This is an optimization exercise on Yosys and OpenROAD, whose aim is small area, not a production implementation. Only simulation tests tie the RTL to the original design; equivalence was not proved. Power and IR drop assume default switching activity. The clock port is modelled as an ideal driver; clocking choices that lean on that would not hold on a real chip.

==> flow/design.v (excerpt) <==
module apb_comp #(
  parameter int DATA_WIDTH  = 32,
  parameter int ADDR_WIDTH  = 32,
  parameter int WAIT_STATES = 1
) (
  input  logic                    pclk,
  input  logic                    preset_n,
  input  logic [ADDR_WIDTH-1:0]   paddr,
  input  logic [2:0]              pprot,
  input  logic                    psel,
  input  logic                    penable,
  input  logic                    pwrite,
  input  logic [DATA_WIDTH-1:0]   pwdata,
  input  logic [DATA_WIDTH/8-1:0] pstrb,
  output logic [DATA_WIDTH-1:0]   prdata,
  output logic                    pready,
  output logic                    pslverr
);
Size in the first run: ~4100 cells after synthesis, roughly 2100 flip-flops, ~57000 sq um of cells after synthesis.
clock: 10.0 ns
lec_check: 0
cap_margin: 10
core_margin: 2
core_utilization: 68
slew_margin: 10
synth_hierarchical: 1
synth_minimum_keep_size: 0
standard.sh (not shown) runs the stock make flow with config.mk's settings and CLKGATE_MAP_FILE= SYNTH_SCRIPT=/design/flow/synth_recipe.tcl, a recipe that flattens the netlist after the stock synthesis.
==> flow/flow/run.sh <==
#!/bin/bash
set -euo pipefail
export CTS_ARGS="-sink_clustering_enable -repair_clock_nets -dont_use_dummy_load -buf_list sky130_fd_sc_hd__clkbuf_16 -sink_clustering_size 30 -sink_clustering_max_diameter 100"
export BUFFER_PORTS_ARGS="-buffer_cell sky130_fd_sc_hd__buf_1"
bash standard.sh synth > synth.log 2>&1
bash standard.sh finish > layout.log 2>&1
The baseline completed without violations.
Next try:
- CORE_UTILIZATION: 68 -> 62
- The new run produced a clean layout
- first-iteration DRC count falls by a little under a tenth
- non-clock buffer count goes down by 36
- combinational power barely changes

---

The RTL this note starts from:
==> flow/design.v <==
module apb_comp #(
  parameter int DATA_WIDTH  = 32,
  parameter int ADDR_WIDTH  = 32,
  parameter int WAIT_STATES = 1
) (
  input  logic                    pclk,
  input  logic                    preset_n,
  input  logic [ADDR_WIDTH-1:0]   paddr,
  input  logic [2:0]              pprot,
  input  logic                    psel,
  input  logic                    penable,
  input  logic                    pwrite,
  input  logic [DATA_WIDTH-1:0]   pwdata,
  input  logic [DATA_WIDTH/8-1:0] pstrb,
  output logic [DATA_WIDTH-1:0]   prdata,
  output logic                    pready,
  output logic                    pslverr
);
  localparam int NBYTES = DATA_WIDTH / 8;
  localparam int NRING  = 16;
  localparam int W      = DATA_WIDTH;
  localparam int CW     = (WAIT_STATES < 2) ? 1 : (WAIT_STATES < 4) ? 2 :
                          (WAIT_STATES < 16) ? 4 : 8;
  localparam logic [CW-1:0] WS = CW'(WAIT_STATES);
  typedef enum logic [1:0] {
    IDLE   = 2'd0,
    SETUP  = 2'd1,
    ACCESS = 2'd2
  } state_t;
  state_t              state;
  logic [CW-1:0]       count;
  logic [5:0]          idx;
  logic                addr_err;
  logic                unused_prot;
  logic [NRING*W-1:0]  s0, s1, s2, s3;
  logic [NRING*W-1:0]  d0;
  logic [2:0]          cyc;        
  logic [1:0]          phase;      
  logic                clr;        
  logic                zero;
  logic                pol;        
  logic [5:0]          pa;         
  logic [W-1:0]        pd;         
  logic [NBYTES-1:0]   ps;         
  assign unused_prot = ^pprot;
  assign idx      = paddr[7:2];
  assign addr_err = (paddr[1:0] != 2'b00) || (|paddr[ADDR_WIDTH-1:8]);
  assign pready  = preset_n && (state == ACCESS) && psel && penable && (count == WS);
  assign pslverr = pready && addr_err;
  assign phase = cyc[1:0];
  assign zero  = !preset_n || clr;
  assign pol   = cyc[2] || !preset_n;
  logic                    pend_here;
  logic [W-1:0]            wdat;
  logic [NRING*NBYTES-1:0] wsel;
  assign pend_here = (2'(pa[1:0] + phase) == 2'd3);
  assign wdat      = (zero ? '0 : pd) ^ {W{!pol}};
  always_comb begin
    for (int r = 0; r < NRING; r++) begin
      for (int b = 0; b < NBYTES; b++) begin
        wsel[NBYTES*r + b] = zero || (pend_here && pa[5:2] == 4'(r) && ps[b]);
      end
    end
  end
  for (genvar j = 0; j < NRING*W; j++) begin : g_wr
    apb_comp_mux2i u_mux (.s(wsel[j/8]), .a(s3[j]), .b(wdat[j%W]), .y(d0[j]));
  end
  logic            rd;
  logic [1:0]      rpos;
  logic            rpol;
  logic [63:0]     rsel;
  logic [W-1:0]    rraw;
  assign rd   = pready && !pwrite && !addr_err;
  assign rpos = 2'(idx[1:0] + phase);
  always_comb begin
    for (int r = 0; r < NRING; r++) begin
      for (int k = 0; k < 4; k++) begin
        rsel[4*r+k] = rd && (idx[5:2] == 4'(r)) && (rpos == 2'(k));
      end
    end
    case (rpos)
      2'd0:    rpol = 3'(cyc - 3'd1) >= 3'd4;
      2'd1:    rpol = 3'(cyc - 3'd2) >= 3'd4;
      2'd2:    rpol = 3'(cyc - 3'd3) >= 3'd4;
      default: rpol = cyc[2];
    endcase
  end
  for (genvar i = 0; i < W; i++) begin : g_rd
    logic [63:0] tap;
    for (genvar r = 0; r < NRING; r++) begin : g_tap
      assign tap[4*r+0] = s0[W*r + i];
      assign tap[4*r+1] = s1[W*r + i];
      assign tap[4*r+2] = s2[W*r + i];
      assign tap[4*r+3] = d0[W*r + i];
    end
    apb_comp_rbit u_rbit (.d(tap), .s(rsel), .y(rraw[i]));
  end
  assign prdata = rraw ^ {W{rd && rpol}};
  always_ff @(posedge pclk) begin
    s0 <= d0;
    s1 <= s0;
    s2 <= s1;
    s3 <= s2;
  end
  always_ff @(posedge pclk) begin
    if (!preset_n) begin
      state <= IDLE;
      count <= '0;
      cyc   <= 3'd0;
      clr   <= 1'b1;
      ps    <= '0;
    end else begin
      cyc <= cyc + 3'd1;
      if (phase == 2'd2) clr <= 1'b0;
      if (!psel) begin
        state <= IDLE;
      end else begin
        case (state)
          IDLE: begin
            if (!penable) state <= SETUP;
          end
          SETUP: begin
            state <= ACCESS;
            count <= '0;
          end
          ACCESS: begin
            if (pready) begin
              state <= IDLE;
            end else if (count != WS) begin
              count <= count + 1'b1;
            end
          end
          default: state <= IDLE;
        endcase
      end
      if (pready && pwrite && !addr_err) begin
        pa <= idx;
        pd <= pwdata;
        ps <= pstrb;
      end
    end
  end
endmodule
module apb_comp_rbit (
  input  logic [63:0] d,
  input  logic [63:0] s,
  output logic        y
);
  logic [21:0] n;
  for (genvar g = 0; g < 21; g++) begin : g_a
    apb_comp_aoi222 u_aoi (
      .a0(d[3*g]),   .b0(s[3*g]),
      .a1(d[3*g+1]), .b1(s[3*g+1]),
      .a2(d[3*g+2]), .b2(s[3*g+2]),
      .y(n[g])
    );
  end
  assign n[21] = ~(d[63] & s[63]);
  assign y = ~&n;
endmodule
module apb_comp_aoi222 (
  input  logic a0, b0, a1, b1, a2, b2,
  output logic y
);
  assign y = ~((a0 & b0) | (a1 & b1) | (a2 & b2));
endmodule
module apb_comp_mux2i (
  input  logic s, a, b,
  output logic y
);
  assign y = ~(s ? b : a);
endmodule
==> flow/config.mk <==
export PLATFORM = sky130hd
export DESIGN_NAME = apb_comp
export DESIGN_NICKNAME = apb_comp
export VERILOG_FILES = /design/flow/design.v
export SDC_FILE = /design/flow/constraint.sdc
export NUM_CORES = 4
export LEC_CHECK = 0
export CAP_MARGIN = 20
export CORE_MARGIN = 2
export CORE_UTILIZATION = 55
export SLEW_MARGIN = 20
export SYNTH_HIERARCHICAL = 1
export SYNTH_MINIMUM_KEEP_SIZE = 0
==> flow/constraint.sdc <==
create_clock -name core_clock -period 10.0 [get_ports {pclk}]
set_input_delay 2.0000 -clock core_clock [delete_from_list [all_inputs] [get_ports {pclk}]]
set_output_delay 2.0000 -clock core_clock [all_outputs]
set_load 0.01 [all_outputs]
Scripts as last shown in full above: flow/flow/run.sh
Rerun with:
==> flow/run.sh (new file) <==
#!/bin/bash
# synth_recipe.tcl (not shown) runs the flow's synth.tcl, then flattens the netlist and writes it again
# the make line also repeats each setting of config.mk as NAME=value (left out here)
make -C /OpenROAD-flow-scripts/flow DESIGN_CONFIG=/design/flow/config.mk WORK_HOME=/design/flow/orfs CLKGATE_MAP_FILE= SYNTH_SCRIPT=/design/flow/synth_recipe.tcl finish
Settings changed: CORE_UTILIZATION 55 to 40.
removed: flow/flow/run.sh
removed: flow/standard.sh
Clock skew hardly moves.
Total power is higher by a quarter to a third.
Via count is higher by a few percent.
Register-to-register slack loses 0.04 ns.

-- separate check: timing with driven ports --
The flow's constraints put no driver on any port. The routed layouts listed below were extracted and timed again, unchanged, in two steps. Step 1, drivers: a clkbuf_16 drives pclk and a buf_2 each remaining input, both assumed. Step 2 times the ports against the registers' clock, not the clock port: input delays grow and output delays shrink by t, the midpoint of the rising clock arrivals with the driver on. a / b / c = ideal / step 1 / step 2; a / b = the first two.
run	t, ns	setup slack, ns	worst hold slack (ns)	worst register clock-pin slew, ns
the first run of note 1	0.736	1.545 / 1.519 / 1.519	0.324 / 0.324 / 0.324	0.12 / 0.12
the second run of note 1	0.742	1.106 / 1.085 / 1.085	0.335 / 0.335 / 0.335	0.11 / 0.11
the first run of note 2	0.754	1.530 / 1.507 / 1.507	0.342 / 0.342 / 0.342	0.11 / 0.11
the second run of note 2	0.864	0.721 / 0.691 / 0.691	0.332 / 0.332 / 0.332	0.07 / 0.07
After both steps setup and hold are still met in every run listed. For the second run of note 2, which loses most, drivers alone change the setup slack by -0.030 ns; drivers and shift together by -0.030 ns.
